Context: an optimization exercise on an open-source flow, tuned for small area, a short achievable clock period and few clock cycles per item. The choices shown serve that exercise and are no tape-out recipe. The RTL was checked by simulation tests, not by an equivalence proof against the original design. Power figures rest on the tool's default switching activity, not on a simulated workload.

## flow/design.v (module list and top-level ports; edited modules follow where they fit)
// module dot9: 3638 lines
// module cnn_top: 349 lines
module cnn_top
(
    input  logic        clk,
    input  logic        reset,
    input  logic        load_req,
    input  logic [15:0] load_cmd,        
    output logic        load_ack,
    input  logic        run_req,
    output logic        run_ack,
    output logic [81:0] result           
);
  // ...
==> flow/flow/run.sh <==
#!/bin/bash
# The standard layout, with timing repair aiming at 6.5 ns of setup slack
# against the design's 10 ns clock (a 3.5 ns critical path) instead of 0.
set -euo pipefail
bash standard.sh SETUP_SLACK_MARGIN=6.5 finish > standard_flow.log 2>&1
==> flow/standard.sh <==
#!/bin/bash
# synth_recipe.tcl (not shown) runs the flow's synth.tcl, then flattens the netlist and writes it again
# the make line also repeats each setting of config.mk as NAME=value (left out here)
make -C /OpenROAD-flow-scripts/flow DESIGN_CONFIG=/design/flow/config.mk WORK_HOME=/design/flow/orfs CLKGATE_MAP_FILE= SYNTH_SCRIPT=/design/flow/synth_recipe.tcl "${@:-finish}"
==> flow/config.mk <==
export PLATFORM = sky130hd
export DESIGN_NAME = cnn_top
export DESIGN_NICKNAME = cnn_top
export VERILOG_FILES = /design/flow/design.v
export SDC_FILE = /design/flow/constraint.sdc
export NUM_CORES = 4
export LEC_CHECK = 0
export CAP_MARGIN = 20
export CORE_MARGIN = 2
export CORE_UTILIZATION = 40
export CTS_CLUSTER_DIAMETER = 60
export CTS_CLUSTER_SIZE = 24
export SLEW_MARGIN = 20
==> flow/constraint.sdc <==
create_clock -name core_clock -period 10.0 [get_ports {clk}]
set_input_delay 2.0000 -clock core_clock [delete_from_list [all_inputs] [get_ports {clk}]]
set_output_delay 2.0000 -clock core_clock [all_outputs]
set_load 0.01 [all_outputs]
==> flow_metrics.py, run 1 <==
metrics = {
    "route": {
        "antenna_left": 0,
        "routed-wl-met3_mm": 14.4,
        "routed_wl_mm": 166,
        "wl_per_cell_um": 23.3,
        "top_layer": "met5",
    },
    "global_routing": {
        "gr-usage-met2_pct": 32.3,
        "grt_busiest_layer": "met2",
        "grt_overflow_total": 0,
    },
    "synthesis": {
        "netlist_area_sq_um": 61000,
        "synth_ff_type": "dfxtp_1",
        "synth-xor-area-share_pct": 0.330,
        "ys_seq_elements": 1429,
        "yosysUniqueCellTypes": 74,
        "synth_mux_area_share_pct": 10.0,
        "synth_compound_area_share_pct": 4.95,
        "synthTopCellsByArea": "dfxtp_1 (39%), fa_1 (18%), edfxtp_1 (9.7%)",
    },
    "power_and_ir_drop": {
        "power_density_nw_per_um2": 248,
        "ir_worst_vdd_uv": 167,
    },
    "cells_and_area": {
        "multi_input_area_sq_um": 27300,
        "final_cells": 7114,
        "final_common_cell": "dfxtp_1",
        "n_all_buffers": 146,
        "regMostFlops": "img",
        "multi_input_area_share_pct": 40.1,
        "reg.largest.list": "img x512, wts x288, scores x80",
        "inv_count": 654,
    },
    "clocking": {
        "clock_latency_ns": 0.76,
        "clkTransAtPathRegs_ns": 0.08,
        "cts_resized": 190,
        "cts_hold_buffers": 0,
        "tritoncts": "yes",
    },
    "critical_path": {
        "rrSetupSlack_ns": 6.54,
        "critPathMaxFanout": 6,
        "critPathMaxStageDelay_ns": 0.63,
        "regToRegStartpoint": "opa[9]",
    },
    "place": {
        "gp_congestion": 0.951,
        "placedInstanceArea_sq_um": 64300,
    },
    "run_status": {
        "outcome": "complete, no violations",
    },
}
Testbench counts, summed over its fixed seeds: cycles 12,128, items 64.
==> inputs of run 2 (changes only) <==
--- a/flow/design.v
+++ b/flow/design.v
@@ -1,15 +1,14 @@
 module dot9
 (
     input  logic        clk,
     input  logic [71:0] a,      
     input  logic [71:0] b,      
-    output logic [19:0] ra,     
-    output logic [19:0] rb      
+    output logic [19:0] sum     
 );
     logic pp1;
     logic pp2;
     logic pp3;
     logic pp4;
     logic pp5;
     logic pp6;
     logic pp7;
@@ -1685,18 +1684,16 @@
     logic s1677;
     logic c1678;
     logic s1679;
     logic c1680;
     logic s1681;
     logic c1682;
     logic s1683;
     logic c1684;
-    logic s1685;
-    logic c1686;
     logic q1_0;
     logic q1_1;
     logic q1_2;
     logic q1_3;
     logic q1_4;
     logic q1_5;
     logic q1_6;
     logic q1_7;
@@ -1775,52 +1772,92 @@
     logic q1_80;
     logic q1_81;
     logic q1_82;
     logic q1_83;
     logic q1_84;
     logic q1_85;
     logic q1_86;
     logic q1_87;
-    logic q2_88;
-    logic q2_89;
-    logic q2_90;
-    logic q2_91;
-    logic q2_92;
-    logic q2_93;
-    logic q2_94;
-    logic q2_95;
-    logic q2_96;
-    logic q2_97;
-    logic q2_98;
-    logic q2_99;
-    logic q2_100;
-    logic q2_101;
-    logic q2_102;
-    logic q2_103;
-    logic q2_104;
-    logic q2_105;
-    logic q2_106;
-    logic q2_107;
-    logic q2_108;
-    logic q2_109;
-    logic q2_110;
-    logic q2_111;
-    logic q2_112;
-    logic q2_113;
-    logic q2_114;
-    logic q2_115;
-    logic q2_116;
-    logic q2_117;
-    logic q2_118;
-    logic q2_119;
-    logic q2_120;
-    logic q2_121;
-    logic q2_122;
-    logic q2_123;
+    logic q1_88;
+    logic q1_89;
+    logic q1_90;
+    logic q1_91;
+    logic q1_92;
+    logic q1_93;
+    logic q1_94;
+    logic q1_95;
+    logic q1_96;
+    logic q1_97;
+    logic q1_98;
+    logic q1_99;
+    logic q1_100;
+    logic q1_101;
+    logic q1_102;
+    logic q1_103;
+    logic q1_104;
+    logic q1_105;
+    logic q1_106;
+    logic q1_107;
+    logic q1_108;
+    logic q1_109;
+    logic q1_110;
+    logic q1_111;
+    logic q1_112;
+    logic q1_113;
+    logic q1_114;
+    logic q1_115;
+    logic q1_116;
+    logic q1_117;
+    logic q1_118;
+    logic q1_119;
+    logic q1_120;
+    logic q1_121;
+    logic q1_122;
+    logic q1_123;
+    logic q2_124;
+    logic q2_125;
+    logic q2_126;
+    logic q2_127;
+    logic q2_128;
+    logic q2_129;
+    logic q2_130;
+    logic q2_131;
+    logic q2_132;
+    logic q2_133;
+    logic q2_134;
+    logic q2_135;
+    logic q2_136;
+    logic q2_137;
+    logic q2_138;
+    logic q2_139;
+    logic q2_140;
+    logic q2_141;
+    logic q2_142;
+    logic q2_143;
+    logic q2_144;
+    logic q2_145;
+    logic q2_146;
+    logic q2_147;
+    logic q2_148;
+    logic q2_149;
+    logic q2_150;
+    logic q2_151;
+    logic q2_152;
+    logic q2_153;
+    logic q2_154;
+    logic q2_155;
+    logic q2_156;
+    logic q2_157;
+    logic q2_158;
+    logic q2_159;
+    logic q2_160;
+    logic q2_161;
+    logic q2_162;
+    logic q2_163;
     logic [19:0] xa;
     logic [19:0] xb;
     assign pp1 = a[0] & b[0];
     assign pp2 = a[0] & b[1];
     assign pp3 = a[0] & b[2];
     assign pp4 = a[0] & b[3];
     assign pp5 = a[0] & b[4];
     assign pp6 = a[0] & b[5];
@@ -3297,349 +3334,386 @@
     assign s1477 = c1364 ^ c1366 ^ c1368;
     assign c1478 = (c1364 & c1366) | (c1364 & c1368) | (c1366 & c1368);
     assign s1479 = c1370 ^ s1371 ^ s1373;
     assign c1480 = (c1370 & s1371) | (c1370 & s1373) | (s1371 & s1373);
     assign s1481 = c1372 ^ c1374 ^ s1375;
     assign c1482 = (c1372 & c1374) | (c1372 & s1375) | (c1374 & s1375);
     assign s1483 = c1376 ^ c1216 ^ 1'b1;
     assign c1484 = (c1376 & c1216) | (c1376 & 1'b1) | (c1216 & 1'b1);
-    assign s1485 = s1377 ^ s975 ^ s977;
-    assign c1486 = (s1377 & s975) | (s1377 & s977) | (s975 & s977);
-    assign s1487 = c1378 ^ s1379 ^ s1381;
-    assign c1488 = (c1378 & s1379) | (c1378 & s1381) | (s1379 & s1381);
-    assign s1489 = c1380 ^ c1382 ^ s1383;
-    assign c1490 = (c1380 & c1382) | (c1380 & s1383) | (c1382 & s1383);
-    assign s1491 = s1385 ^ s1387 ^ s1009;
-    assign c1492 = (s1385 & s1387) | (s1385 & s1009) | (s1387 & s1009);
-    assign s1493 = c1384 ^ c1386 ^ c1388;
-    assign c1494 = (c1384 & c1386) | (c1384 & c1388) | (c1386 & c1388);
-    assign s1495 = s1389 ^ s1391 ^ s1393;
-    assign c1496 = (s1389 & s1391) | (s1389 & s1393) | (s1391 & s1393);
-    assign s1497 = c1390 ^ c1392 ^ c1394;
-    assign c1498 = (c1390 & c1392) | (c1390 & c1394) | (c1392 & c1394);
-    assign s1499 = c1396 ^ s1397 ^ s1399;
-    assign c1500 = (c1396 & s1397) | (c1396 & s1399) | (s1397 & s1399);
-    assign s1501 = s1401 ^ s1403 ^ s1265;
-    assign c1502 = (s1401 & s1403) | (s1401 & s1265) | (s1403 & s1265);
-    assign s1503 = c1398 ^ c1400 ^ c1402;
-    assign c1504 = (c1398 & c1400) | (c1398 & c1402) | (c1400 & c1402);
-    assign s1505 = c1404 ^ s1405 ^ s1407;
-    assign c1506 = (c1404 & s1405) | (c1404 & s1407) | (s1405 & s1407);
-    assign s1507 = s1409 ^ s1411 ^ s1413;
-    assign c1508 = (s1409 & s1411) | (s1409 & s1413) | (s1411 & s1413);
-    assign s1509 = c1406 ^ c1408 ^ c1410;
-    assign c1510 = (c1406 & c1408) | (c1406 & c1410) | (c1408 & c1410);
-    assign s1511 = c1412 ^ c1414 ^ c1416;
-    assign c1512 = (c1412 & c1414) | (c1412 & c1416) | (c1414 & c1416);
-    assign s1513 = s1417 ^ s1419 ^ s1421;
-    assign c1514 = (s1417 & s1419) | (s1417 & s1421) | (s1419 & s1421);
-    assign s1515 = s1423 ^ s1425 ^ s1427;
-    assign c1516 = (s1423 & s1425) | (s1423 & s1427) | (s1425 & s1427);
-    assign s1517 = c1418 ^ c1420 ^ c1422;
-    assign c1518 = (c1418 & c1420) | (c1418 & c1422) | (c1420 & c1422);
-    assign s1519 = c1424 ^ c1426 ^ c1428;
-    assign c1520 = (c1424 & c1426) | (c1424 & c1428) | (c1426 & c1428);
-    assign s1521 = s1429 ^ s1431 ^ s1433;
-    assign c1522 = (s1429 & s1431) | (s1429 & s1433) | (s1431 & s1433);
-    assign s1523 = s1435 ^ s1437 ^ s1439;
-    assign c1524 = (s1435 & s1437) | (s1435 & s1439) | (s1437 & s1439);
-    assign s1525 = c1430 ^ c1432 ^ c1434;
-    assign c1526 = (c1430 & c1432) | (c1430 & c1434) | (c1432 & c1434);
-    assign s1527 = c1436 ^ c1438 ^ c1440;
-    assign c1528 = (c1436 & c1438) | (c1436 & c1440) | (c1438 & c1440);
-    assign s1529 = s1441 ^ s1443 ^ s1445;
-    assign c1530 = (s1441 & s1443) | (s1441 & s1445) | (s1443 & s1445);
-    assign s1531 = s1447 ^ s1449 ^ s1451;
-    assign c1532 = (s1447 & s1449) | (s1447 & s1451) | (s1449 & s1451);
-    assign s1533 = c1442 ^ c1444 ^ c1446;
-    assign c1534 = (c1442 & c1444) | (c1442 & c1446) | (c1444 & c1446);
-    assign s1535 = c1448 ^ c1450 ^ c1452;
-    assign c1536 = (c1448 & c1450) | (c1448 & c1452) | (c1450 & c1452);
-    assign s1537 = s1453 ^ s1455 ^ s1457;
-    assign c1538 = (s1453 & s1455) | (s1453 & s1457) | (s1455 & s1457);
-    assign s1539 = s1459 ^ s1461 ^ s1183;
-    assign c1540 = (s1459 & s1461) | (s1459 & s1183) | (s1461 & s1183);
-    assign s1541 = c1454 ^ c1456 ^ c1458;
-    assign c1542 = (c1454 & c1456) | (c1454 & c1458) | (c1456 & c1458);
-    assign s1543 = c1460 ^ c1462 ^ s1463;
-    assign c1544 = (c1460 & c1462) | (c1460 & s1463) | (c1462 & s1463);
-    assign s1545 = s1465 ^ s1467 ^ s1469;
-    assign c1546 = (s1465 & s1467) | (s1465 & s1469) | (s1467 & s1469);
-    assign s1547 = c1464 ^ c1466 ^ c1468;
-    assign c1548 = (c1464 & c1466) | (c1464 & c1468) | (c1466 & c1468);
-    assign s1549 = c1470 ^ s1471 ^ s1473;
-    assign c1550 = (c1470 & s1471) | (c1470 & s1473) | (s1471 & s1473);
-    assign s1551 = c1472 ^ c1474 ^ c1476;
-    assign c1552 = (c1472 & c1474) | (c1472 & c1476) | (c1474 & c1476);
-    assign s1553 = s1477 ^ s1479 ^ s1211;
-    assign c1554 = (s1477 & s1479) | (s1477 & s1211) | (s1479 & s1211);
-    assign s1555 = c1478 ^ c1480 ^ s1481;
-    assign c1556 = (c1478 & c1480) | (c1478 & s1481) | (c1480 & s1481);
-    assign s1557 = q1_36 ^ q1_37;
-    assign c1558 = q1_36 & q1_37;
-    assign s1559 = q1_21 ^ q1_22 ^ q1_23;
-    assign c1560 = (q1_21 & q1_22) | (q1_21 & q1_23) | (q1_22 & q1_23);
-    assign s1561 = q1_28 ^ q1_29 ^ q1_30;
-    assign c1562 = (q1_28 & q1_29) | (q1_28 & q1_30) | (q1_29 & q1_30);
-    assign s1563 = q1_31 ^ q1_32;
-    assign c1564 = q1_31 & q1_32;
-    assign s1565 = s1557 ^ q1_38 ^ q1_39;
-    assign c1566 = (s1557 & q1_38) | (s1557 & q1_39) | (q1_38 & q1_39);
-    assign s1567 = q1_40 ^ q1_41 ^ q1_42;
-    assign c1568 = (q1_40 & q1_41) | (q1_40 & q1_42) | (q1_41 & q1_42);
-    assign s1569 = q1_43 ^ q1_44;
-    assign c1570 = q1_43 & q1_44;
-    assign s1571 = c1558 ^ q1_46 ^ q1_47;
-    assign c1572 = (c1558 & q1_46) | (c1558 & q1_47) | (q1_46 & q1_47);
-    assign s1573 = q1_48 ^ q1_49 ^ q1_50;
-    assign c1574 = (q1_48 & q1_49) | (q1_48 & q1_50) | (q1_49 & q1_50);
-    assign s1575 = q1_51 ^ q1_52 ^ q1_53;
-    assign c1576 = (q1_51 & q1_52) | (q1_51 & q1_53) | (q1_52 & q1_53);
-    assign s1577 = q1_54 ^ q1_55 ^ q1_56;
-    assign c1578 = (q1_54 & q1_55) | (q1_54 & q1_56) | (q1_55 & q1_56);
-    assign s1579 = q1_57 ^ q1_58 ^ q1_59;
-    assign c1580 = (q1_57 & q1_58) | (q1_57 & q1_59) | (q1_58 & q1_59);
-    assign s1581 = q1_60 ^ q1_61;
-    assign c1582 = q1_60 & q1_61;
-    assign s1583 = q1_62 ^ q1_63 ^ q1_64;
-    assign c1584 = (q1_62 & q1_63) | (q1_62 & q1_64) | (q1_63 & q1_64);
-    assign s1585 = q1_65 ^ q1_66 ^ q1_67;
-    assign c1586 = (q1_65 & q1_66) | (q1_65 & q1_67) | (q1_66 & q1_67);
-    assign s1587 = q1_69 ^ q1_70 ^ q1_71;
-    assign c1588 = (q1_69 & q1_70) | (q1_69 & q1_71) | (q1_70 & q1_71);
-    assign s1589 = q1_9 ^ q1_10 ^ q1_11;
-    assign c1590 = (q1_9 & q1_10) | (q1_9 & q1_11) | (q1_10 & q1_11);
-    assign s1591 = q1_15 ^ q1_16 ^ q1_17;
-    assign c1592 = (q1_15 & q1_16) | (q1_15 & q1_17) | (q1_16 & q1_17);
-    assign s1593 = q1_18 ^ q1_19;
-    assign c1594 = q1_18 & q1_19;
-    assign s1595 = s1559 ^ q1_24 ^ q1_25;
-    assign c1596 = (s1559 & q1_24) | (s1559 & q1_25) | (q1_24 & q1_25);
-    assign s1597 = q1_26 ^ q1_27 ^ 1'b1;
-    assign c1598 = (q1_26 & q1_27) | (q1_26 & 1'b1) | (q1_27 & 1'b1);
-    assign s1599 = c1560 ^ s1561 ^ s1563;
-    assign c1600 = (c1560 & s1561) | (c1560 & s1563) | (s1561 & s1563);
-    assign s1601 = q1_33 ^ q1_34 ^ q1_35;
-    assign c1602 = (q1_33 & q1_34) | (q1_33 & q1_35) | (q1_34 & q1_35);
-    assign s1603 = c1562 ^ c1564 ^ s1565;
-    assign c1604 = (c1562 & c1564) | (c1562 & s1565) | (c1564 & s1565);
-    assign s1605 = s1567 ^ s1569 ^ q1_45;
-    assign c1606 = (s1567 & s1569) | (s1567 & q1_45) | (s1569 & q1_45);
-    assign s1607 = c1566 ^ c1568 ^ c1570;
-    assign c1608 = (c1566 & c1568) | (c1566 & c1570) | (c1568 & c1570);
-    assign s1609 = s1571 ^ s1573 ^ s1575;
-    assign c1610 = (s1571 & s1573) | (s1571 & s1575) | (s1573 & s1575);
-    assign s1611 = c1572 ^ c1574 ^ c1576;
-    assign c1612 = (c1572 & c1574) | (c1572 & c1576) | (c1574 & c1576);
-    assign s1613 = s1577 ^ s1579 ^ s1581;
-    assign c1614 = (s1577 & s1579) | (s1577 & s1581) | (s1579 & s1581);
-    assign s1615 = c1578 ^ c1580 ^ c1582;
-    assign c1616 = (c1578 & c1580) | (c1578 & c1582) | (c1580 & c1582);
-    assign s1617 = s1583 ^ s1585 ^ q1_68;
-    assign c1618 = (s1583 & s1585) | (s1583 & q1_68) | (s1585 & q1_68);
-    assign s1619 = c1584 ^ c1586 ^ s1587;
-    assign c1620 = (c1584 & c1586) | (c1584 & s1587) | (c1586 & s1587);
-    assign s1621 = q1_72 ^ q1_73 ^ q1_74;
-    assign c1622 = (q1_72 & q1_73) | (q1_72 & q1_74) | (q1_73 & q1_74);
-    assign s1623 = c1588 ^ q1_75 ^ q1_76;
-    assign c1624 = (c1588 & q1_75) | (c1588 & q1_76) | (q1_75 & q1_76);
-    assign s1625 = q1_77 ^ q1_78 ^ q1_79;
-    assign c1626 = (q1_77 & q1_78) | (q1_77 & q1_79) | (q1_78 & q1_79);
-    assign s1627 = q1_80 ^ q1_81 ^ q1_82;
-    assign c1628 = (q1_80 & q1_81) | (q1_80 & q1_82) | (q1_81 & q1_82);
-    assign s1629 = q1_83 ^ 1'b1;
-    assign c1630 = q1_83 & 1'b1;
-    assign s1631 = q1_84 ^ q1_85;
-    assign c1632 = q1_84 & q1_85;
-    assign s1633 = s1589 ^ q1_12;
-    assign c1634 = s1589 & q1_12;
-    assign s1635 = c1590 ^ s1591 ^ s1593;
-    assign c1636 = (c1590 & s1591) | (c1590 & s1593) | (s1591 & s1593);
-    assign s1637 = c1592 ^ c1594 ^ s1595;
-    assign c1638 = (c1592 & c1594) | (c1592 & s1595) | (c1594 & s1595);
-    assign s1639 = c1596 ^ c1598 ^ s1599;
-    assign c1640 = (c1596 & c1598) | (c1596 & s1599) | (c1598 & s1599);
-    assign s1641 = c1600 ^ c1602 ^ s1603;
-    assign c1642 = (c1600 & c1602) | (c1600 & s1603) | (c1602 & s1603);
-    assign s1643 = c1604 ^ c1606 ^ s1607;
-    assign c1644 = (c1604 & c1606) | (c1604 & s1607) | (c1606 & s1607);
-    assign s1645 = c1608 ^ c1610 ^ s1611;
-    assign c1646 = (c1608 & c1610) | (c1608 & s1611) | (c1610 & s1611);
-    assign s1647 = c1612 ^ c1614 ^ s1615;
-    assign c1648 = (c1612 & c1614) | (c1612 & s1615) | (c1614 & s1615);
-    assign s1649 = c1616 ^ c1618 ^ s1619;
-    assign c1650 = (c1616 & c1618) | (c1616 & s1619) | (c1618 & s1619);
-    assign s1651 = c1620 ^ c1622 ^ s1623;
-    assign c1652 = (c1620 & c1622) | (c1620 & s1623) | (c1622 & s1623);
-    assign s1653 = c1624 ^ c1626 ^ s1627;
-    assign c1654 = (c1624 & c1626) | (c1624 & s1627) | (c1626 & s1627);
-    assign s1655 = c1628 ^ c1630 ^ s1631;
-    assign c1656 = (c1628 & c1630) | (c1628 & s1631) | (c1630 & s1631);
-    assign s1657 = c1632 ^ q1_87;
-    assign c1658 = c1632 & q1_87;
-    assign s1659 = q1_6 ^ q1_7;
-    assign c1660 = q1_6 & q1_7;
-    assign s1661 = s1633 ^ q1_13 ^ q1_14;
-    assign c1662 = (s1633 & q1_13) | (s1633 & q1_14) | (q1_13 & q1_14);
-    assign s1663 = c1634 ^ s1635 ^ q1_20;
-    assign c1664 = (c1634 & s1635) | (c1634 & q1_20) | (s1635 & q1_20);
-    assign s1665 = c1636 ^ s1637 ^ s1597;
-    assign c1666 = (c1636 & s1637) | (c1636 & s1597) | (s1637 & s1597);
-    assign s1667 = c1638 ^ s1639 ^ s1601;
-    assign c1668 = (c1638 & s1639) | (c1638 & s1601) | (s1639 & s1601);
-    assign s1669 = c1640 ^ s1641 ^ s1605;
-    assign c1670 = (c1640 & s1641) | (c1640 & s1605) | (s1641 & s1605);
-    assign s1671 = c1642 ^ s1643 ^ s1609;
-    assign c1672 = (c1642 & s1643) | (c1642 & s1609) | (s1643 & s1609);
-    assign s1673 = c1644 ^ s1645 ^ s1613;
-    assign c1674 = (c1644 & s1645) | (c1644 & s1613) | (s1645 & s1613);
-    assign s1675 = c1646 ^ s1647 ^ s1617;
-    assign c1676 = (c1646 & s1647) | (c1646 & s1617) | (s1647 & s1617);
-    assign s1677 = c1648 ^ s1649 ^ s1621;
-    assign c1678 = (c1648 & s1649) | (c1648 & s1621) | (s1649 & s1621);
-    assign s1679 = c1650 ^ s1651 ^ s1625;
-    assign c1680 = (c1650 & s1651) | (c1650 & s1625) | (s1651 & s1625);
-    assign s1681 = c1652 ^ s1653 ^ s1629;
-    assign c1682 = (c1652 & s1653) | (c1652 & s1629) | (s1653 & s1629);
-    assign s1683 = c1654 ^ s1655 ^ q1_86;
-    assign c1684 = (c1654 & s1655) | (c1654 & q1_86) | (s1655 & q1_86);
-    assign s1685 = c1656 ^ s1657 ^ 1'b1;
-    assign c1686 = (c1656 & s1657) | (c1656 & 1'b1) | (s1657 & 1'b1);
-    assign xa = {1'b1, q2_122, q2_120, q2_118, q2_116, q2_114, q2_112, q2_110, q2_108, q2_106, q2_104, q2_102, q2_100, q2_98, q2_96, q2_94, q2_92, q2_91, q2_89, q2_88};
-    assign xb = {1'b0, q2_123, q2_121, q2_119, q2_117, q2_115, q2_113, q2_111, q2_109, q2_107, q2_105, q2_103, q2_101, q2_99, q2_97, q2_95, q2_93, 1'b0, q2_90, 1'b0};
+    assign s1485 = q1_3 ^ q1_4 ^ q1_5;
+    assign c1486 = (q1_3 & q1_4) | (q1_3 & q1_5) | (q1_4 & q1_5);
+    assign s1487 = q1_6 ^ q1_7 ^ q1_8;
+    assign c1488 = (q1_6 & q1_7) | (q1_6 & q1_8) | (q1_7 & q1_8);
+    assign s1489 = q1_9 ^ q1_10 ^ q1_11;
+    assign c1490 = (q1_9 & q1_10) | (q1_9 & q1_11) | (q1_10 & q1_11);
+    assign s1491 = q1_12 ^ q1_13 ^ q1_14;
+    assign c1492 = (q1_12 & q1_13) | (q1_12 & q1_14) | (q1_13 & q1_14);
+    assign s1493 = q1_15 ^ q1_16 ^ q1_17;
+    assign c1494 = (q1_15 & q1_16) | (q1_15 & q1_17) | (q1_16 & q1_17);
+    assign s1495 = q1_18 ^ q1_19 ^ q1_20;
+    assign c1496 = (q1_18 & q1_19) | (q1_18 & q1_20) | (q1_19 & q1_20);
+    assign s1497 = q1_23 ^ q1_24 ^ q1_25;
+    assign c1498 = (q1_23 & q1_24) | (q1_23 & q1_25) | (q1_24 & q1_25);
+    assign s1499 = q1_26 ^ q1_27 ^ q1_28;
+    assign c1500 = (q1_26 & q1_27) | (q1_26 & q1_28) | (q1_27 & q1_28);
+    assign s1501 = q1_29 ^ q1_30 ^ q1_31;
+    assign c1502 = (q1_29 & q1_30) | (q1_29 & q1_31) | (q1_30 & q1_31);
+    assign s1503 = q1_33 ^ q1_34 ^ q1_35;
+    assign c1504 = (q1_33 & q1_34) | (q1_33 & q1_35) | (q1_34 & q1_35);
+    assign s1505 = q1_36 ^ q1_37 ^ q1_38;
+    assign c1506 = (q1_36 & q1_37) | (q1_36 & q1_38) | (q1_37 & q1_38);
+    assign s1507 = q1_39 ^ q1_40 ^ q1_41;
+    assign c1508 = (q1_39 & q1_40) | (q1_39 & q1_41) | (q1_40 & q1_41);
+    assign s1509 = q1_43 ^ q1_44 ^ q1_45;
+    assign c1510 = (q1_43 & q1_44) | (q1_43 & q1_45) | (q1_44 & q1_45);
+    assign s1511 = q1_46 ^ q1_47 ^ q1_48;
+    assign c1512 = (q1_46 & q1_47) | (q1_46 & q1_48) | (q1_47 & q1_48);
+    assign s1513 = q1_49 ^ q1_50 ^ q1_51;
+    assign c1514 = (q1_49 & q1_50) | (q1_49 & q1_51) | (q1_50 & q1_51);
+    assign s1515 = q1_52 ^ q1_53 ^ q1_54;
+    assign c1516 = (q1_52 & q1_53) | (q1_52 & q1_54) | (q1_53 & q1_54);
+    assign s1517 = q1_56 ^ q1_57 ^ q1_58;
+    assign c1518 = (q1_56 & q1_57) | (q1_56 & q1_58) | (q1_57 & q1_58);
+    assign s1519 = q1_59 ^ q1_60 ^ q1_61;
+    assign c1520 = (q1_59 & q1_60) | (q1_59 & q1_61) | (q1_60 & q1_61);
+    assign s1521 = q1_62 ^ q1_63 ^ q1_64;
+    assign c1522 = (q1_62 & q1_63) | (q1_62 & q1_64) | (q1_63 & q1_64);
+    assign s1523 = q1_65 ^ q1_66 ^ q1_67;
+    assign c1524 = (q1_65 & q1_66) | (q1_65 & q1_67) | (q1_66 & q1_67);
+    assign s1525 = q1_70 ^ q1_71 ^ q1_72;
+    assign c1526 = (q1_70 & q1_71) | (q1_70 & q1_72) | (q1_71 & q1_72);
+    assign s1527 = q1_73 ^ q1_74 ^ q1_75;
+    assign c1528 = (q1_73 & q1_74) | (q1_73 & q1_75) | (q1_74 & q1_75);
+    assign s1529 = q1_76 ^ q1_77 ^ q1_78;
+    assign c1530 = (q1_76 & q1_77) | (q1_76 & q1_78) | (q1_77 & q1_78);
+    assign s1531 = q1_79 ^ q1_80 ^ q1_81;
+    assign c1532 = (q1_79 & q1_80) | (q1_79 & q1_81) | (q1_80 & q1_81);
+    assign s1533 = q1_82 ^ q1_83 ^ q1_84;
+    assign c1534 = (q1_82 & q1_83) | (q1_82 & q1_84) | (q1_83 & q1_84);
+    assign s1535 = q1_85 ^ q1_86 ^ q1_87;
+    assign c1536 = (q1_85 & q1_86) | (q1_85 & q1_87) | (q1_86 & q1_87);
+    assign s1537 = q1_88 ^ q1_89 ^ q1_90;
+    assign c1538 = (q1_88 & q1_89) | (q1_88 & q1_90) | (q1_89 & q1_90);
+    assign s1539 = q1_91 ^ q1_92 ^ q1_93;
+    assign c1540 = (q1_91 & q1_92) | (q1_91 & q1_93) | (q1_92 & q1_93);
+    assign s1541 = q1_94 ^ q1_95 ^ q1_96;
+    assign c1542 = (q1_94 & q1_95) | (q1_94 & q1_96) | (q1_95 & q1_96);
+    assign s1543 = q1_97 ^ q1_98 ^ q1_99;
+    assign c1544 = (q1_97 & q1_98) | (q1_97 & q1_99) | (q1_98 & q1_99);
+    assign s1545 = q1_100 ^ q1_101 ^ q1_102;
+    assign c1546 = (q1_100 & q1_101) | (q1_100 & q1_102) | (q1_101 & q1_102);
+    assign s1547 = q1_103 ^ q1_104 ^ q1_105;
+    assign c1548 = (q1_103 & q1_104) | (q1_103 & q1_105) | (q1_104 & q1_105);
+    assign s1549 = q1_106 ^ q1_107 ^ q1_108;
+    assign c1550 = (q1_106 & q1_107) | (q1_106 & q1_108) | (q1_107 & q1_108);
+    assign s1551 = q1_110 ^ q1_111 ^ q1_112;
+    assign c1552 = (q1_110 & q1_111) | (q1_110 & q1_112) | (q1_111 & q1_112);
+    assign s1553 = q1_113 ^ q1_114 ^ q1_115;
+    assign c1554 = (q1_113 & q1_114) | (q1_113 & q1_115) | (q1_114 & q1_115);
+    assign s1555 = q1_117 ^ q1_118 ^ q1_119;
+    assign c1556 = (q1_117 & q1_118) | (q1_117 & q1_119) | (q1_118 & q1_119);
+    assign s1557 = c1488 ^ s1489 ^ s1491;
+    assign c1558 = (c1488 & s1489) | (c1488 & s1491) | (s1489 & s1491);
+    assign s1559 = c1490 ^ c1492 ^ s1493;
+    assign c1560 = (c1490 & c1492) | (c1490 & s1493) | (c1492 & s1493);
+    assign s1561 = s1495 ^ q1_21 ^ q1_22;
+    assign c1562 = (s1495 & q1_21) | (s1495 & q1_22) | (q1_21 & q1_22);
+    assign s1563 = c1494 ^ c1496 ^ s1497;
+    assign c1564 = (c1494 & c1496) | (c1494 & s1497) | (c1496 & s1497);
+    assign s1565 = s1499 ^ s1501 ^ q1_32;
+    assign c1566 = (s1499 & s1501) | (s1499 & q1_32) | (s1501 & q1_32);
+    assign s1567 = c1498 ^ c1500 ^ c1502;
+    assign c1568 = (c1498 & c1500) | (c1498 & c1502) | (c1500 & c1502);
+    assign s1569 = s1503 ^ s1505 ^ s1507;
+    assign c1570 = (s1503 & s1505) | (s1503 & s1507) | (s1505 & s1507);
+    assign s1571 = c1504 ^ c1506 ^ c1508;
+    assign c1572 = (c1504 & c1506) | (c1504 & c1508) | (c1506 & c1508);
+    assign s1573 = s1509 ^ s1511 ^ s1513;
+    assign c1574 = (s1509 & s1511) | (s1509 & s1513) | (s1511 & s1513);
+    assign s1575 = c1510 ^ c1512 ^ c1514;
+    assign c1576 = (c1510 & c1512) | (c1510 & c1514) | (c1512 & c1514);
+    assign s1577 = c1516 ^ s1517 ^ s1519;
+    assign c1578 = (c1516 & s1517) | (c1516 & s1519) | (s1517 & s1519);
+    assign s1579 = s1521 ^ s1523 ^ q1_68;
+    assign c1580 = (s1521 & s1523) | (s1521 & q1_68) | (s1523 & q1_68);
+    assign s1581 = c1518 ^ c1520 ^ c1522;
+    assign c1582 = (c1518 & c1520) | (c1518 & c1522) | (c1520 & c1522);
+    assign s1583 = c1524 ^ s1525 ^ s1527;
+    assign c1584 = (c1524 & s1525) | (c1524 & s1527) | (s1525 & s1527);
+    assign s1585 = c1526 ^ c1528 ^ c1530;
+    assign c1586 = (c1526 & c1528) | (c1526 & c1530) | (c1528 & c1530);
+    assign s1587 = c1532 ^ s1533 ^ s1535;
+    assign c1588 = (c1532 & s1533) | (c1532 & s1535) | (s1533 & s1535);
+    assign s1589 = c1534 ^ c1536 ^ c1538;
+    assign c1590 = (c1534 & c1536) | (c1534 & c1538) | (c1536 & c1538);
+    assign s1591 = c1540 ^ s1541 ^ s1543;
+    assign c1592 = (c1540 & s1541) | (c1540 & s1543) | (s1541 & s1543);
+    assign s1593 = c1542 ^ c1544 ^ c1546;
+    assign c1594 = (c1542 & c1544) | (c1542 & c1546) | (c1544 & c1546);
+    assign s1595 = s1547 ^ s1549 ^ q1_109;
+    assign c1596 = (s1547 & s1549) | (s1547 & q1_109) | (s1549 & q1_109);
+    assign s1597 = c1548 ^ c1550 ^ s1551;
+    assign c1598 = (c1548 & c1550) | (c1548 & s1551) | (c1550 & s1551);
+    assign s1599 = c1552 ^ c1554 ^ s1555;
+    assign c1600 = (c1552 & c1554) | (c1552 & s1555) | (c1554 & s1555);
+    assign s1601 = c1556 ^ q1_121 ^ q1_122;
+    assign c1602 = (c1556 & q1_121) | (c1556 & q1_122) | (q1_121 & q1_122);
+    assign s1603 = c1558 ^ s1559 ^ s1561;
+    assign c1604 = (c1558 & s1559) | (c1558 & s1561) | (s1559 & s1561);
+    assign s1605 = c1560 ^ c1562 ^ s1563;
+    assign c1606 = (c1560 & c1562) | (c1560 & s1563) | (c1562 & s1563);
+    assign s1607 = c1564 ^ c1566 ^ s1567;
+    assign c1608 = (c1564 & c1566) | (c1564 & s1567) | (c1566 & s1567);
+    assign s1609 = s1569 ^ q1_42 ^ 1'b1;
+    assign c1610 = (s1569 & q1_42) | (s1569 & 1'b1) | (q1_42 & 1'b1);
+    assign s1611 = c1568 ^ c1570 ^ s1571;
+    assign c1612 = (c1568 & c1570) | (c1568 & s1571) | (c1570 & s1571);
+    assign s1613 = s1573 ^ s1515 ^ q1_55;
+    assign c1614 = (s1573 & s1515) | (s1573 & q1_55) | (s1515 & q1_55);
+    assign s1615 = c1572 ^ c1574 ^ s1575;
+    assign c1616 = (c1572 & c1574) | (c1572 & s1575) | (c1574 & s1575);
+    assign s1617 = s1577 ^ s1579 ^ q1_69;
+    assign c1618 = (s1577 & s1579) | (s1577 & q1_69) | (s1579 & q1_69);
+    assign s1619 = c1576 ^ c1578 ^ c1580;
+    assign c1620 = (c1576 & c1578) | (c1576 & c1580) | (c1578 & c1580);
+    assign s1621 = s1581 ^ s1583 ^ s1529;
+    assign c1622 = (s1581 & s1583) | (s1581 & s1529) | (s1583 & s1529);
+    assign s1623 = c1582 ^ c1584 ^ s1585;
+    assign c1624 = (c1582 & c1584) | (c1582 & s1585) | (c1584 & s1585);
+    assign s1625 = s1587 ^ s1537 ^ s1539;
+    assign c1626 = (s1587 & s1537) | (s1587 & s1539) | (s1537 & s1539);
+    assign s1627 = c1586 ^ c1588 ^ s1589;
+    assign c1628 = (c1586 & c1588) | (c1586 & s1589) | (c1588 & s1589);
+    assign s1629 = c1590 ^ c1592 ^ s1593;
+    assign c1630 = (c1590 & c1592) | (c1590 & s1593) | (c1592 & s1593);
+    assign s1631 = c1594 ^ c1596 ^ s1597;
+    assign c1632 = (c1594 & c1596) | (c1594 & s1597) | (c1596 & s1597);
+    assign s1633 = c1598 ^ s1599 ^ q1_120;
+    assign c1634 = (c1598 & s1599) | (c1598 & q1_120) | (s1599 & q1_120);
+    assign s1635 = c1602 ^ q1_123 ^ 1'b1;
+    assign c1636 = (c1602 & q1_123) | (c1602 & 1'b1) | (q1_123 & 1'b1);
+    assign s1637 = c1604 ^ s1605 ^ s1565;
+    assign c1638 = (c1604 & s1605) | (c1604 & s1565) | (s1605 & s1565);
+    assign s1639 = c1606 ^ s1607 ^ s1609;
+    assign c1640 = (c1606 & s1607) | (c1606 & s1609) | (s1607 & s1609);
+    assign s1641 = c1608 ^ c1610 ^ s1611;
+    assign c1642 = (c1608 & c1610) | (c1608 & s1611) | (c1610 & s1611);
+    assign s1643 = c1612 ^ c1614 ^ s1615;
+    assign c1644 = (c1612 & c1614) | (c1612 & s1615) | (c1614 & s1615);
+    assign s1645 = c1616 ^ c1618 ^ s1619;
+    assign c1646 = (c1616 & c1618) | (c1616 & s1619) | (c1618 & s1619);
+    assign s1647 = c1620 ^ c1622 ^ s1623;
+    assign c1648 = (c1620 & c1622) | (c1620 & s1623) | (c1622 & s1623);
+    assign s1649 = c1624 ^ c1626 ^ s1627;
+    assign c1650 = (c1624 & c1626) | (c1624 & s1627) | (c1626 & s1627);
+    assign s1651 = c1628 ^ s1629 ^ s1595;
+    assign c1652 = (c1628 & s1629) | (c1628 & s1595) | (s1629 & s1595);
+    assign s1653 = c1630 ^ s1631 ^ s1553;
+    assign c1654 = (c1630 & s1631) | (c1630 & s1553) | (s1631 & s1553);
+    assign s1655 = c1632 ^ s1633 ^ 1'b1;
+    assign c1656 = (c1632 & s1633) | (c1632 & 1'b1) | (s1633 & 1'b1);
+    assign s1657 = c1634 ^ c1600 ^ s1601;
+    assign c1658 = (c1634 & c1600) | (c1634 & s1601) | (c1600 & s1601);
+    assign s1659 = q2_141 ^ q2_142;
+    assign c1660 = q2_141 & q2_142;
+    assign s1661 = q2_145 ^ q2_146;
+    assign c1662 = q2_145 & q2_146;
+    assign s1663 = q2_148 ^ q2_149 ^ q2_150;
+    assign c1664 = (q2_148 & q2_149) | (q2_148 & q2_150) | (q2_149 & q2_150);
+    assign s1665 = q2_135 ^ q2_136;
+    assign c1666 = q2_135 & q2_136;
+    assign s1667 = q2_138 ^ q2_139 ^ q2_140;
+    assign c1668 = (q2_138 & q2_139) | (q2_138 & q2_140) | (q2_139 & q2_140);
+    assign s1669 = s1659 ^ q2_143 ^ q2_144;
+    assign c1670 = (s1659 & q2_143) | (s1659 & q2_144) | (q2_143 & q2_144);
+    assign s1671 = c1660 ^ s1661 ^ q2_147;
+    assign c1672 = (c1660 & s1661) | (c1660 & q2_147) | (s1661 & q2_147);
+    assign s1673 = c1662 ^ s1663 ^ q2_151;
+    assign c1674 = (c1662 & s1663) | (c1662 & q2_151) | (s1663 & q2_151);
+    assign s1675 = c1664 ^ q2_152 ^ q2_153;
+    assign c1676 = (c1664 & q2_152) | (c1664 & q2_153) | (q2_152 & q2_153);
+    assign s1677 = q2_154 ^ q2_155 ^ q2_156;
+    assign c1678 = (q2_154 & q2_155) | (q2_154 & q2_156) | (q2_155 & q2_156);
+    assign s1679 = q2_157 ^ q2_158;
+    assign c1680 = q2_157 & q2_158;
+    assign s1681 = q2_159 ^ q2_160;
+    assign c1682 = q2_159 & q2_160;
+    assign s1683 = q2_161 ^ q2_162;
+    assign c1684 = q2_161 & q2_162;
+    assign xa = {1'b1, c1684, c1682, c1680, c1678, c1676, c1674, c1672, c1670, c1668, c1666, s1665, q2_133, q2_132, q2_131, q2_130, q2_128, q2_127, q2_125, q2_124};
+    assign xb = {1'b0, q2_163, s1683, s1681, s1679, s1677, s1675, s1673, s1671, s1669, s1667, q2_137, q2_134, 1'b0, 1'b0, 1'b0, q2_129, 1'b0, q2_126, 1'b0};
     always_ff @(posedge clk)
     begin
         q1_0 <= s961;
         q1_1 <= s1217;
         q1_2 <= s967;
-        q1_3 <= s1485;
-        q1_4 <= c1486;
-        q1_5 <= s1487;
-        q1_6 <= c1488;
-        q1_7 <= s1489;
-        q1_8 <= s1491;
-        q1_9 <= c1490;
-        q1_10 <= c1492;
-        q1_11 <= s1493;
-        q1_12 <= s1495;
-        q1_13 <= s1395;
-        q1_14 <= s1031;
-        q1_15 <= c1494;
-        q1_16 <= c1496;
-        q1_17 <= s1497;
-        q1_18 <= s1499;
-        q1_19 <= s1501;
-        q1_20 <= s1267;
-        q1_21 <= c1498;
-        q1_22 <= c1500;
-        q1_23 <= c1502;
-        q1_24 <= s1503;
-        q1_25 <= s1505;
-        q1_26 <= s1507;
-        q1_27 <= s1415;
-        q1_28 <= c1504;
-        q1_29 <= c1506;
-        q1_30 <= c1508;
-        q1_31 <= s1509;
-        q1_32 <= s1511;
-        q1_33 <= s1513;
-        q1_34 <= s1515;
-        q1_35 <= s1305;
-        q1_36 <= c1510;
-        q1_37 <= c1512;
-        q1_38 <= c1514;
-        q1_39 <= c1516;
-        q1_40 <= s1517;
-        q1_41 <= s1519;
-        q1_42 <= s1521;
-        q1_43 <= s1523;
-        q1_44 <= s1323;
-        q1_45 <= s1143;
-        q1_46 <= c1518;
-        q1_47 <= c1520;
-        q1_48 <= c1522;
-        q1_49 <= c1524;
-        q1_50 <= s1525;
-        q1_51 <= s1527;
-        q1_52 <= s1529;
-        q1_53 <= s1531;
-        q1_54 <= c1526;
-        q1_55 <= c1528;
-        q1_56 <= c1530;
-        q1_57 <= c1532;
-        q1_58 <= s1533;
-        q1_59 <= s1535;
-        q1_60 <= s1537;
-        q1_61 <= s1539;
-        q1_62 <= c1534;
-        q1_63 <= c1536;
-        q1_64 <= c1538;
-        q1_65 <= c1540;
-        q1_66 <= s1541;
-        q1_67 <= s1543;
-        q1_68 <= s1545;
-        q1_69 <= c1542;
-        q1_70 <= c1544;
-        q1_71 <= c1546;
-        q1_72 <= s1547;
-        q1_73 <= s1549;
-        q1_74 <= s1475;
-        q1_75 <= c1548;
-        q1_76 <= c1550;
-        q1_77 <= s1551;
-        q1_78 <= s1553;
-        q1_79 <= s1213;
-        q1_80 <= c1552;
-        q1_81 <= c1554;
-        q1_82 <= s1555;
-        q1_83 <= s1215;
-        q1_84 <= c1556;
-        q1_85 <= c1482;
-        q1_86 <= s1483;
-        q1_87 <= c1484;
-        q2_88 <= q1_0;
-        q2_89 <= q1_1;
-        q2_90 <= q1_2;
-        q2_91 <= q1_3;
-        q2_92 <= q1_4;
-        q2_93 <= q1_5;
-        q2_94 <= s1659;
-        q2_95 <= q1_8;
-        q2_96 <= c1660;
-        q2_97 <= s1661;
-        q2_98 <= c1662;
-        q2_99 <= s1663;
-        q2_100 <= c1664;
-        q2_101 <= s1665;
-        q2_102 <= c1666;
-        q2_103 <= s1667;
-        q2_104 <= c1668;
-        q2_105 <= s1669;
-        q2_106 <= c1670;
-        q2_107 <= s1671;
-        q2_108 <= c1672;
-        q2_109 <= s1673;
-        q2_110 <= c1674;
-        q2_111 <= s1675;
-        q2_112 <= c1676;
-        q2_113 <= s1677;
-        q2_114 <= c1678;
-        q2_115 <= s1679;
-        q2_116 <= c1680;
-        q2_117 <= s1681;
-        q2_118 <= c1682;
-        q2_119 <= s1683;
-        q2_120 <= c1684;
-        q2_121 <= s1685;
-        q2_122 <= c1686;
-        q2_123 <= c1658;
+        q1_3 <= s1377;
+        q1_4 <= s975;
+        q1_5 <= s977;
+        q1_6 <= c1378;
+        q1_7 <= s1379;
+        q1_8 <= s1381;
+        q1_9 <= c1380;
+        q1_10 <= c1382;
+        q1_11 <= s1383;
+        q1_12 <= s1385;
+        q1_13 <= s1387;
+        q1_14 <= s1009;
+        q1_15 <= c1384;
+        q1_16 <= c1386;
+        q1_17 <= c1388;
+        q1_18 <= s1389;
+        q1_19 <= s1391;
+        q1_20 <= s1393;
+        q1_21 <= s1395;
+        q1_22 <= s1031;
+        q1_23 <= c1390;
+        q1_24 <= c1392;
+        q1_25 <= c1394;
+        q1_26 <= c1396;
+        q1_27 <= s1397;
+        q1_28 <= s1399;
+        q1_29 <= s1401;
+        q1_30 <= s1403;
+        q1_31 <= s1265;
+        q1_32 <= s1267;
+        q1_33 <= c1398;
+        q1_34 <= c1400;
+        q1_35 <= c1402;
+        q1_36 <= c1404;
+        q1_37 <= s1405;
+        q1_38 <= s1407;
+        q1_39 <= s1409;
+        q1_40 <= s1411;
+        q1_41 <= s1413;
+        q1_42 <= s1415;
+        q1_43 <= c1406;
+        q1_44 <= c1408;
+        q1_45 <= c1410;
+        q1_46 <= c1412;
+        q1_47 <= c1414;
+        q1_48 <= c1416;
+        q1_49 <= s1417;
+        q1_50 <= s1419;
+        q1_51 <= s1421;
+        q1_52 <= s1423;
+        q1_53 <= s1425;
+        q1_54 <= s1427;
+        q1_55 <= s1305;
+        q1_56 <= c1418;
+        q1_57 <= c1420;
+        q1_58 <= c1422;
+        q1_59 <= c1424;
+        q1_60 <= c1426;
+        q1_61 <= c1428;
+        q1_62 <= s1429;
+        q1_63 <= s1431;
+        q1_64 <= s1433;
+        q1_65 <= s1435;
+        q1_66 <= s1437;
+        q1_67 <= s1439;
+        q1_68 <= s1323;
+        q1_69 <= s1143;
+        q1_70 <= c1430;
+        q1_71 <= c1432;
+        q1_72 <= c1434;
+        q1_73 <= c1436;
+        q1_74 <= c1438;
+        q1_75 <= c1440;
+        q1_76 <= s1441;
+        q1_77 <= s1443;
+        q1_78 <= s1445;
+        q1_79 <= s1447;
+        q1_80 <= s1449;
+        q1_81 <= s1451;
+        q1_82 <= c1442;
+        q1_83 <= c1444;
+        q1_84 <= c1446;
+        q1_85 <= c1448;
+        q1_86 <= c1450;
+        q1_87 <= c1452;
+        q1_88 <= s1453;
+        q1_89 <= s1455;
+        q1_90 <= s1457;
+        q1_91 <= s1459;
+        q1_92 <= s1461;
+        q1_93 <= s1183;
+        q1_94 <= c1454;
+        q1_95 <= c1456;
+        q1_96 <= c1458;
+        q1_97 <= c1460;
+        q1_98 <= c1462;
+        q1_99 <= s1463;
+        q1_100 <= s1465;
+        q1_101 <= s1467;
+        q1_102 <= s1469;
+        q1_103 <= c1464;
+        q1_104 <= c1466;
+        q1_105 <= c1468;
+        q1_106 <= c1470;
+        q1_107 <= s1471;
+        q1_108 <= s1473;
+        q1_109 <= s1475;
+        q1_110 <= c1472;
+        q1_111 <= c1474;
+        q1_112 <= c1476;
+        q1_113 <= s1477;
+        q1_114 <= s1479;
+        q1_115 <= s1211;
+        q1_116 <= s1213;
+        q1_117 <= c1478;
+        q1_118 <= c1480;
+        q1_119 <= s1481;
+        q1_120 <= s1215;
+        q1_121 <= c1482;
+        q1_122 <= s1483;
+        q1_123 <= c1484;
+        q2_124 <= q1_0;
+        q2_125 <= q1_1;
+        q2_126 <= q1_2;
+        q2_127 <= s1485;
+        q2_128 <= c1486;
+        q2_129 <= s1487;
+        q2_130 <= s1557;
+        q2_131 <= s1603;
+        q2_132 <= s1637;
+        q2_133 <= c1638;
+        q2_134 <= s1639;
+        q2_135 <= c1640;
+        q2_136 <= s1641;
+        q2_137 <= s1613;
+        q2_138 <= c1642;
+        q2_139 <= s1643;
+        q2_140 <= s1617;
+        q2_141 <= c1644;
+        q2_142 <= s1645;
+        q2_143 <= s1621;
+        q2_144 <= s1531;
+        q2_145 <= c1646;
+        q2_146 <= s1647;
+        q2_147 <= s1625;
+        q2_148 <= c1648;
+        q2_149 <= s1649;
+        q2_150 <= s1591;
+        q2_151 <= s1545;
+        q2_152 <= c1650;
+        q2_153 <= s1651;
+        q2_154 <= c1652;
+        q2_155 <= s1653;
+        q2_156 <= q1_116;
+        q2_157 <= c1654;
+        q2_158 <= s1655;
+        q2_159 <= c1656;
+        q2_160 <= s1657;
+        q2_161 <= c1658;
+        q2_162 <= s1635;
+        q2_163 <= c1636;
+        sum <= xa + xb;
     end
-    assign ra = xa;
-    assign rb = xb;
 endmodule
 `timescale 1ns/1ns
 module cnn_top
 (
     input  logic        clk,
     input  logic        reset,
     input  logic        load_req,
     input  logic [15:0] load_cmd,        
@@ -3660,237 +3734,235 @@
             ph <= ph + 3'd1;
         end
     end
     logic       running;         
     logic       busy;
     assign busy = run_req || running || run_ack;
     logic        take;
     logic        wv;             
-    logic        wv2;            
-    logic        we_img;         
-    logic        we_wts;         
-    logic        we_flt;         
+    logic [15:0] cmd_q;
     assign take = load_req && !load_ack && !busy;
     always_ff @(posedge clk or negedge reset)
     begin
         if (!reset)
         begin
             load_ack <= 1'b0;
             wv       <= 1'b0;
-            wv2      <= 1'b0;
         end
         else
         begin
-            wv  <= take;
-            wv2 <= wv;
+            wv <= take;
             if (take)
             begin
                 load_ack <= 1'b1;
             end
             else if (!load_req)
             begin
                 load_ack <= 1'b0;
             end
         end
     end
-    logic       w_isi;           
-    logic       w_isf;           
-    logic       w_isw;           
-    logic [2:0] w_row;
-    logic [2:0] w_col;
-    logic [3:0] w_k;             
-    logic [1:0] w_cls;           
+    always_ff @(posedge clk)
+    begin
+        cmd_q <= load_cmd;
+    end
+    logic [1:0] w_tgt;
+    logic [5:0] w_addr;
     logic [7:0] w_data;
     logic [2:0] w_islot;         
+    logic [1:0] w_cls;           
+    logic [3:0] w_k;             
     logic [1:0] w_wslot;         
-    always_ff @(posedge clk)
+    assign w_tgt   = cmd_q[15:14];
+    assign w_addr  = cmd_q[13:8];
+    assign w_data  = cmd_q[7:0];
+    assign w_islot = w_addr[2:0] - ph - 3'd1;
+    always_comb
     begin
-        if (take)
+        w_cls = 2'd0;
+        w_k   = 4'd0;
+        for (int q = 0; q < 4; q++)
         begin
-            w_isi  <= load_cmd[15:14] == 2'd0;
-            w_isf  <= load_cmd[15:14] == 2'd1 && load_cmd[13:8] < 6'(3*3);
-            w_isw  <= load_cmd[15:14] == 2'd2 && load_cmd[13:8] < 6'(36);
-            w_row  <= load_cmd[13:11];
-            w_col  <= load_cmd[10:8];
-            w_data <= load_cmd[7:0];
-            w_k    <= load_cmd[11:8];
-            w_cls  <= 2'd0;
-            for (int q = 0; q < 4; q++)
+            for (int k = 0; k < 9; k++)
             begin
-                for (int k = 0; k < 9; k++)
+                if (w_addr == 6'(9*q + k))
                 begin
-                    if (load_cmd[13:8] == 6'(9*q + k))
-                    begin
-                        w_cls <= 2'(q);
-                        w_k   <= 4'(k);
-                    end
+                    w_cls = 2'(q);
+                    w_k   = 4'(k);
                 end
             end
         end
     end
-    assign w_islot = w_col - ph - 3'd1;
     assign w_wslot = w_cls - ph[1:0] - 2'd1;
-    assign we_img = (wv || wv2) && w_islot[0] && w_isi;
-    assign we_wts = (wv || wv2) && w_wslot[0] && w_isw;
-    assign we_flt = wv && w_isf;
     logic [511:0] img;           
     always_ff @(posedge clk)
     begin
         for (int r = 0; r < 8; r++)
         begin
             for (int s = 0; s < 8; s++)
             begin
-                if (s % 2 == 1 && we_img && w_row == 3'(r) && w_islot == 3'(s))
+                if (wv && w_tgt == 2'd0 && w_addr[5:3] == 3'(r) && w_islot == 3'(s))
                 begin
                     img[(8*r+s)*8 +: 8] <= w_data;
                 end
                 else
                 begin
                     img[(8*r+s)*8 +: 8] <= img[(8*r+(s+1)%8)*8 +: 8];
                 end
             end
         end
     end
     logic [71:0]  filt;          
     logic [287:0] wts;           
     always_ff @(posedge clk)
     begin
         for (int k = 0; k < 9; k++)
         begin
-            if (we_flt && w_k == 4'(k))
+            if (wv && w_tgt == 2'd1 && w_addr == 6'(k))
             begin
                 filt[k*8 +: 8] <= w_data;
             end
         end
         for (int s = 0; s < 4; s++)
         begin
             for (int k = 0; k < 9; k++)
             begin
-                if (s % 2 == 1 && we_wts && w_wslot == 2'(s) && w_k == 4'(k))
+                if (wv && w_tgt == 2'd2 && w_addr < 6'(36)
+                    && w_wslot == 2'(s) && w_k == 4'(k))
                 begin
                     wts[(9*s+k)*8 +: 8] <= w_data;
                 end
                 else
                 begin
                     wts[(9*s+k)*8 +: 8] <= wts[(9*((s+1)%4)+k)*8 +: 8];
                 end
             end
         end
     end
-    localparam int DLAT = 4;
+    localparam int DLAT = 3;
     logic       sweep;           
-    logic [5:0] rsel;            
+    logic [5:0] rsel [0:2];      
     logic [5:0] nwin;            
     logic       tail;            
     logic [3:0] tcnt;
-    logic       dsel;            
+    logic [2:0] dsel;            
     logic       issue;
     logic       start;
     logic       start_q;
-    logic [2:0] phn;             
     logic [1:0] gi;
+    logic [1:0] gj;
     logic [3:0] grp;
-    assign phn   = ph + 3'd1;
-    assign issue = sweep && !(phn[2] && phn[1]);     
+    assign issue = sweep && !(ph[2] && ph[1]);   
     assign start = !running && !run_ack && run_req;
     always_comb
     begin
         gi = 2'd0;
         for (int i = 0; i < 6; i++)
         begin
-            if (rsel[i])
+            if (rsel[0][i])
             begin
                 gi = 2'(i / 2);
             end
         end
-        grp = 4'(gi) * 4'd3 + 4'(phn[2:1]);
+        gj  = ph[2:1];
+        grp = 4'(gi) * 4'd3 + 4'(gj);
     end
     always_ff @(posedge clk or negedge reset)
     begin
         if (!reset)
         begin
             running <= 1'b0;
             run_ack <= 1'b0;
             sweep   <= 1'b0;
-            rsel    <= '0;
+            for (int r = 0; r < 3; r++)
+            begin
+                rsel[r] <= '0;
+            end
             nwin    <= '0;
             tail    <= 1'b0;
             tcnt    <= '0;
-            dsel    <= 1'b0;
+            dsel    <= '0;
             start_q <= 1'b0;
         end
         else
         begin
             start_q <= start;
             if (start)
             begin
                 running <= 1'b1;
                 sweep   <= 1'b1;
-                rsel    <= 6'b000001;
+                for (int r = 0; r < 3; r++)
+                begin
+                    rsel[r] <= 6'b000001;
+                end
                 nwin    <= '0;
             end
             if (sweep)
             begin
-                if (phn == 3'd7)
+                if (ph == 3'd7)
                 begin
-                    rsel <= {rsel[4:0], rsel[5]};
+                    for (int r = 0; r < 3; r++)
+                    begin
+                        rsel[r] <= {rsel[r][4:0], rsel[r][5]};
+                    end
                 end
                 if (issue)
                 begin
                     nwin <= nwin + 6'd1;
                     if (nwin == 6'd35)
                     begin
                         sweep <= 1'b0;
-                        rsel  <= '0;
+                        for (int r = 0; r < 3; r++)
+                        begin
+                            rsel[r] <= '0;
+                        end
                         tail  <= 1'b1;
                         tcnt  <= '0;
                     end
                 end
             end
             if (tail)
             begin
                 tcnt <= tcnt + 4'd1;
-                dsel <= tcnt >= 4'(DLAT - 1) && tcnt <= 4'(DLAT + 2);
+                dsel <= {3{tcnt >= 4'(DLAT - 1) && tcnt <= 4'(DLAT + 2)}};
                 if (tcnt == 4'(2*DLAT + 3))
                 begin
                     tail    <= 1'b0;
                     running <= 1'b0;
                     run_ack <= 1'b1;
                 end
             end
             if (run_ack && !run_req)
             begin
                 run_ack <= 1'b0;
             end
         end
     end
     logic [71:0] feat;           
-    logic [71:0] opa;            
-    logic [71:0] opb;            
-    always_ff @(posedge clk)
+    logic [71:0] opa;
+    logic [71:0] opb;
+    always_comb
     begin
         for (int r = 0; r < 3; r++)
         begin
             for (int c = 0; c < 3; c++)
             begin
-                logic [7:0] x;
-                x = dsel ? feat[(3*r+c)*8 +: 8] : 8'd0;
+                opa[(3*r+c)*8 +: 8] = dsel[r] ? feat[(3*r+c)*8 +: 8] : 8'd0;
                 for (int i = 0; i < 6; i++)
                 begin
-                    x = x | (rsel[i] ? img[(8*(i+r)+c+1)*8 +: 8] : 8'd0);
+                    opa[(3*r+c)*8 +: 8] = opa[(3*r+c)*8 +: 8]
+                        | (rsel[r][i] ? img[(8*(i+r)+c)*8 +: 8] : 8'd0);
                 end
-                opa[(3*r+c)*8 +: 8] <= x;
-                opb[(3*r+c)*8 +: 8] <= dsel ? wts[(9+3*r+c)*8 +: 8] : filt[(3*r+c)*8 +: 8];
+                opb[(3*r+c)*8 +: 8] = dsel[r] ? wts[(3*r+c)*8 +: 8] : filt[(3*r+c)*8 +: 8];
             end
         end
     end
-    logic [19:0] ra;
-    logic [19:0] rb;
-    dot9 u_dot9 (.clk(clk), .a(opa), .b(opb), .ra(ra), .rb(rb));
+    logic signed [19:0] sum;
+    dot9 u_dot9 (.clk(clk), .a(opa), .b(opb), .sum(sum));
     logic       cv [1:DLAT];     
     logic       dv [1:DLAT];     
     logic [3:0] g [1:DLAT];
     logic [1:0] q [1:DLAT];
     logic       f [1:DLAT];      
     always_ff @(posedge clk or negedge reset)
     begin
         if (!reset)
@@ -3899,90 +3971,89 @@
             begin
                 cv[i] <= 1'b0;
                 dv[i] <= 1'b0;
             end
         end
         else
         begin
             cv[1] <= issue;
-            dv[1] <= dsel;
+            dv[1] <= dsel[0];
             for (int i = 2; i <= DLAT; i++)
             begin
                 cv[i] <= cv[i-1];
                 dv[i] <= dv[i-1];
             end
         end
     end
     always_ff @(posedge clk)
     begin
         g[1] <= grp;
-        q[1] <= phn[1:0];        
-        f[1] <= dsel && !dv[1];
+        q[1] <= ph[1:0];         
+        f[1] <= dsel[0] && !dv[1];
         for (int i = 2; i <= DLAT; i++)
         begin
             g[i] <= g[i-1];
             q[i] <= q[i-1];
             f[i] <= f[i-1];
         end
     end
-    logic signed [19:0] sum;
-    logic signed [19:0] sum_q;
-    logic [7:0]  relu_q;
-    assign sum = ra + rb;
-    always_ff @(posedge clk)
+    logic [7:0]  relu;
+    logic [7:0]  fcur;
+    logic        upd;
+    always_comb
     begin
-        sum_q <= sum;
         if (sum[19])
         begin
-            relu_q <= 8'd0;
+            relu = 8'd0;
         end
         else if (|sum[18:8])
         begin
-            relu_q <= 8'd255;
+            relu = 8'd255;
         end
         else
         begin
-            relu_q <= sum[7:0];
+            relu = sum[7:0];
         end
-    end
-    logic [8:0]  upd;
-    always_comb
-    begin
+        fcur = 8'd0;
         for (int i = 0; i < 9; i++)
         begin
-            upd[i] = cv[DLAT] && g[DLAT] == 4'(i) && relu_q > feat[i*8 +: 8];
+            if (g[DLAT] == 4'(i))
+            begin
+                fcur = feat[i*8 +: 8];
+            end
         end
+        upd = cv[DLAT] && relu > fcur;
     end
     logic signed [19:0] scores [0:3];
     logic signed [19:0] best;
     logic [1:0]         win_class;
     always_ff @(posedge clk)
     begin
         for (int i = 0; i < 9; i++)
         begin
             if (start_q)
             begin
                 feat[i*8 +: 8] <= 8'd0;
             end
-            else if (upd[i])
+            else if (upd && g[DLAT] == 4'(i))
             begin
-                feat[i*8 +: 8] <= relu_q;
+                feat[i*8 +: 8] <= relu;
             end
         end
         if (dv[DLAT])
         begin
             for (int c = 0; c < 4; c++)
             begin
                 if (q[DLAT] == 2'(c))
                 begin
-                    scores[c] <= sum_q;
+                    scores[c] <= sum;
                 end
             end
-            if (f[DLAT] || sum_q > best || (sum_q == best && q[DLAT] < win_class))
+            if (f[DLAT] || sum > best || (sum == best && q[DLAT] < win_class))
             begin
-                best      <= sum_q;
+                best      <= sum;
                 win_class <= q[DLAT];
             end
         end
     end
     assign result = {win_class, scores[3], scores[2], scores[1], scores[0]};
 endmodule
==> flow/run.sh (new file) <==
#!/bin/bash
# synth_recipe.tcl (not shown) runs the flow's synth.tcl, then flattens the netlist and writes it again
# the make line also repeats each setting of config.mk as NAME=value (left out here)
make -C /OpenROAD-flow-scripts/flow DESIGN_CONFIG=/design/flow/config.mk WORK_HOME=/design/flow/orfs CLKGATE_MAP_FILE= SYNTH_SCRIPT=/design/flow/synth_recipe.tcl finish
==> flow/config.mk (replaced) <==
export PLATFORM = sky130hd
export DESIGN_NAME = cnn_top
export DESIGN_NICKNAME = cnn_top
export VERILOG_FILES = /design/flow/design.v
export SDC_FILE = /design/flow/constraint.sdc
export NUM_CORES = 4
export LEC_CHECK = 0
export CAP_MARGIN = 20
export CORE_MARGIN = 2
export CORE_UTILIZATION = 40
export SLEW_MARGIN = 20
removed: flow/flow/run.sh
removed: flow/standard.sh
==> flow_metrics.py, run 2 <==
metrics = {
    "cells_and_area": {
        "drive_gt1_share_pct": 23.9,
        "largest_register_ffs": 512,
        "reg.largest.list": "img x512, wts x288, scores x80",
        "final_common_cell": "dfxtp_1",
        "final_cells": 7483,
        "nets": 5942,
        "most-common-layout-cells": "dfxtp_1 (1085), mux2_2 (805), inv_1 (595)",
        "antenna_cells": 0,
        "regMostFlops": "img",
        "fin_area_sq_um": 70800,
        "areaGrowthSynthToFinish_pct": 12.9,
    },
    "critical_path": {
        "cp.depth": 9,
        "startpoint_type": "register",
        "cp-startpoint": "dsel[0]",
        "critPathTopFamily": "adder cells",
        "slowest_stage": "mux2i_1",
        "worstReg2RegEnd": "u_dot9.q1_42",
        "critical_path_arrival_ns": 5.90,
        "crit_chain": "buf_12, mux2i_1, nor2_1, fa_1, inv_1, fa_1, inv_1, fa_1, fa_1",
        "rr_worst_depth": 9,
        "regToRegStartpoint": "dsel[0]",
        "crit_top_cell": "fa_1",
        "crit_buf_inv": 3,
        "rrSetupSlack_ns": 4.75,
        "critPathCaptureType": "register",
        "path_class": "reg -> reg",
        "critPathMaxFanout": 125,
        "cp-endpoint": "u_dot9.q1_42",
        "critPathMaxStageDelay_ns": 1.01,
        "required_ns": 10.65,
    },
    "clocking": {
        "cts_resized": 0,
        "tritoncts": "yes",
        "post_cts_buffers": 0,
        "cts_buffers": 141,
        "htree_num_levels": 4,
        "clkSinkCount": 1312,
        "root_buffer": "clkbuf_16",
        "clockBufferDepth": 3,
        "clock_latency_ns": 0.81,
        "clkTransAtPathRegs_ns": 0.06,
        "cts_hold_buffers": 0,
    },
    "timing": {
        "rsz0062_at_grt": "false",
        "maxSlewHeadroom_pct": 20.1,
        "fmax_mhz": 191,
        "worst_pin_slew_ns": 1.16,
        "fin_setup_tns_ns": 0,
        "setup_viol": 0,
        "finalCritPeriodShare_pct": 52.5,
        "hold_slack_ns": 0.322,
        "maxSlewViolCount": 0,
        "fin_worst_skew_ns": 0.0473,
        "final_hold_viol_count": 0,
        "min_period_ns": 5.25,
    },
    "synthesis": {
        "synth-async-reset-ratio_pct": 3.43,
        "ys_seq_elements": 1312,
        "synth_top_cell_by_area": "dfxtp_1",
        "ys_warn_count": 9,
        "avgSynthCellArea_sq_um": 11.9,
        "netlist_instances": 5278,
        "synth_top_family_by_area": "adder cells",
        "synth_most_common_cell": "dfxtp_1",
        "synth_nets": 5910,
        "synth_edf_count": 174,
        "yosysUniqueCellTypes": 77,
        "synth_mux_area_share_pct": 17.4,
        "synth_fa_ha_area_share_pct": 18.7,
        "synth_ff_type": "dfxtp_1",
        "synth-xor-area-share_pct": 0.383,
        "synthTopCellsByArea": "dfxtp_1 (35%), fa_1 (17%), mux2_2 (14%)",
        "synthTopCellsByCount": "dfxtp_1 (1093), mux2_2 (805), inv_1 (595)",
        "yosysSeqAreaShare_pct": 45.0,
        "netlist_area_sq_um": 62800,
        "synthDominantCellAreaShare_pct": 34.9,
        "synth-simple-area-share_pct": 8.70,
        "synth_compound_area_share_pct": 4.58,
    },
    "power_and_ir_drop": {
        "power_uw": 17800,
        "power_density_nw_per_um2": 251,
        "ir_worst_vdd_uv": 174,
        "leakage_uw": 0.0300,
    },
    "die": {
        "row_count": 145,
        "start_util_pct": 40.2,
        "fp.dieW_um": 400,
        "fp.dieH_um": 400,
        "die_area_sq_um": 160000,
        "core_area_sq_um": 156000,
        "boundaryPins": 104,
    },
    "place": {
        "port_buffers": 103,
        "gp_congestion": 0.973,
        "dpl.cell_count": 7224,
        "place_hpwl_mm": 161,
        "placedInstanceArea_sq_um": 65900,
    },
    "route": {
        "wl_per_cell_um": 28.1,
        "drtPass1Iterations": 9,
        "drcViolationCount": 0,
        "routed_wl_mm": 210,
        "routed-via-count": 40300,
        "drtIter0Drc": 3827,
        "antenna_left": 0,
        "viasPerCell": 5.39,
    },
    "run_status": {
        "outcome": "complete, no violations",
    },
    "global_routing": {
        "track_usage_pct": 26.4,
        "grt_pass1_vias": 40400,
        "grt_antenna_before_repair": 7,
        "grt_overflow_total": 0,
        "grt_pass1_wl_mm": 300,
        "grt_max_degree": 126,
    },
    "worst_hold_path": {
        "worstHoldPathType": "reg -> reg",
    },
    "flow_run": {
        "drv_cap": 0,
    },
}
==> run 2: metal layers <==
metal / GRT usage [%] / wire (um) / vias to the layer above
met5: 0 / 13 / -
met4: 10.5 / 8710 / 2
met3: 5.46 / 16000 / 308
met2: 39.9 / 91900 / 1638
met1: 37.0 / 93600 / 20800
li1: - / - / 17600
==> run 2: worst min-delay path by stage <==
stage                  start            end  slack, ns  cells past startpoint
2_1_floorplan           f[1]           f[2]       0.31                      0
6_report       u_dot9.q2_124  u_dot9.sum[0]       0.32                      0
3_3_place_gp         q[2][1]        q[3][1]       0.31                      0
3_5_place_dp         g[1][0]        g[2][0]       0.31                      0
5_1_grt        u_dot9.q2_124  u_dot9.sum[0]       0.33                      0
4_1_cts        u_dot9.q2_124  u_dot9.sum[0]       0.32                      0
==> run 2: cell type report <==
class,instances,area (sq um)
Fill cell,14400,85200
Multi-Input combinational cell,3099,31400
Sequential cell,1312,28300
Clock buffer,202,4120
Tap cell,2058,2570
Inverter,595,2230
Timing Repair Buffer,161,1500
Clock inverter,56,767
==> run 2: worst register-to-register path: cells and delay by family, from the launching register on <==
family / cells / cell delay, ns
adders and majority gates: 4 / 2.14
muxes: 1 / 1.25
and+or+nand+nor: 1 / 0.19
buffers and inverters: 3 / 0.75
DFF: 1 / 0.79
==> run 2: power breakdown <==
part	total, uW	internal (uW)	leakage [uW]	switching, uW
registers	6620	6030	0.0110	584
clock network	5440	3180	0.00239	2260
logic	5720	2060	0.0166	3660
==> run 2: metrics by stage <==
step,setup WS [ns],util (%)
after global routing,4.65,45.4
final,4.75,45.4
after global placement,4.49,42.1
after detailed placement,4.82,42.2
after floorplan,5.66,-
after CTS,4.79,45.4
==> run 2: logic make-up (layout without fill, tap and decap cells) <==
family	count (synthesis)	count (layout)
compound gates	379	379
xor+xnor	24	24
fa+ha+maj	612	612
buf+inv	867	1014
flops	1312	1312
mux	978	978
simple gates	1106	1106
Testbench counts of run 2, summed over its fixed seeds: cycles 12,024, items 64.

[separate check: timing with driven ports]
The flow's constraints put no driver on any port. The routed layouts listed below were extracted and timed again, unchanged, in two steps.
Step 1: set_driving_cell puts a clkbuf_16 on clk and a buf_2 on each other input, an assumption about the parent block.
Step 2 also shifts input and output timing later by t, the mid clock arrival at the registers, as if the neighbouring blocks saw the same clock.
a / b / c = ideal / step 1 / step 2; a / b = the first two.
run	t, ns	setup slack, ns
run 1	0.797	6.543 / 6.491 / 6.017
run 2	0.865	4.753 / 4.753 / 4.753
After both steps setup and hold are still met in every run listed.
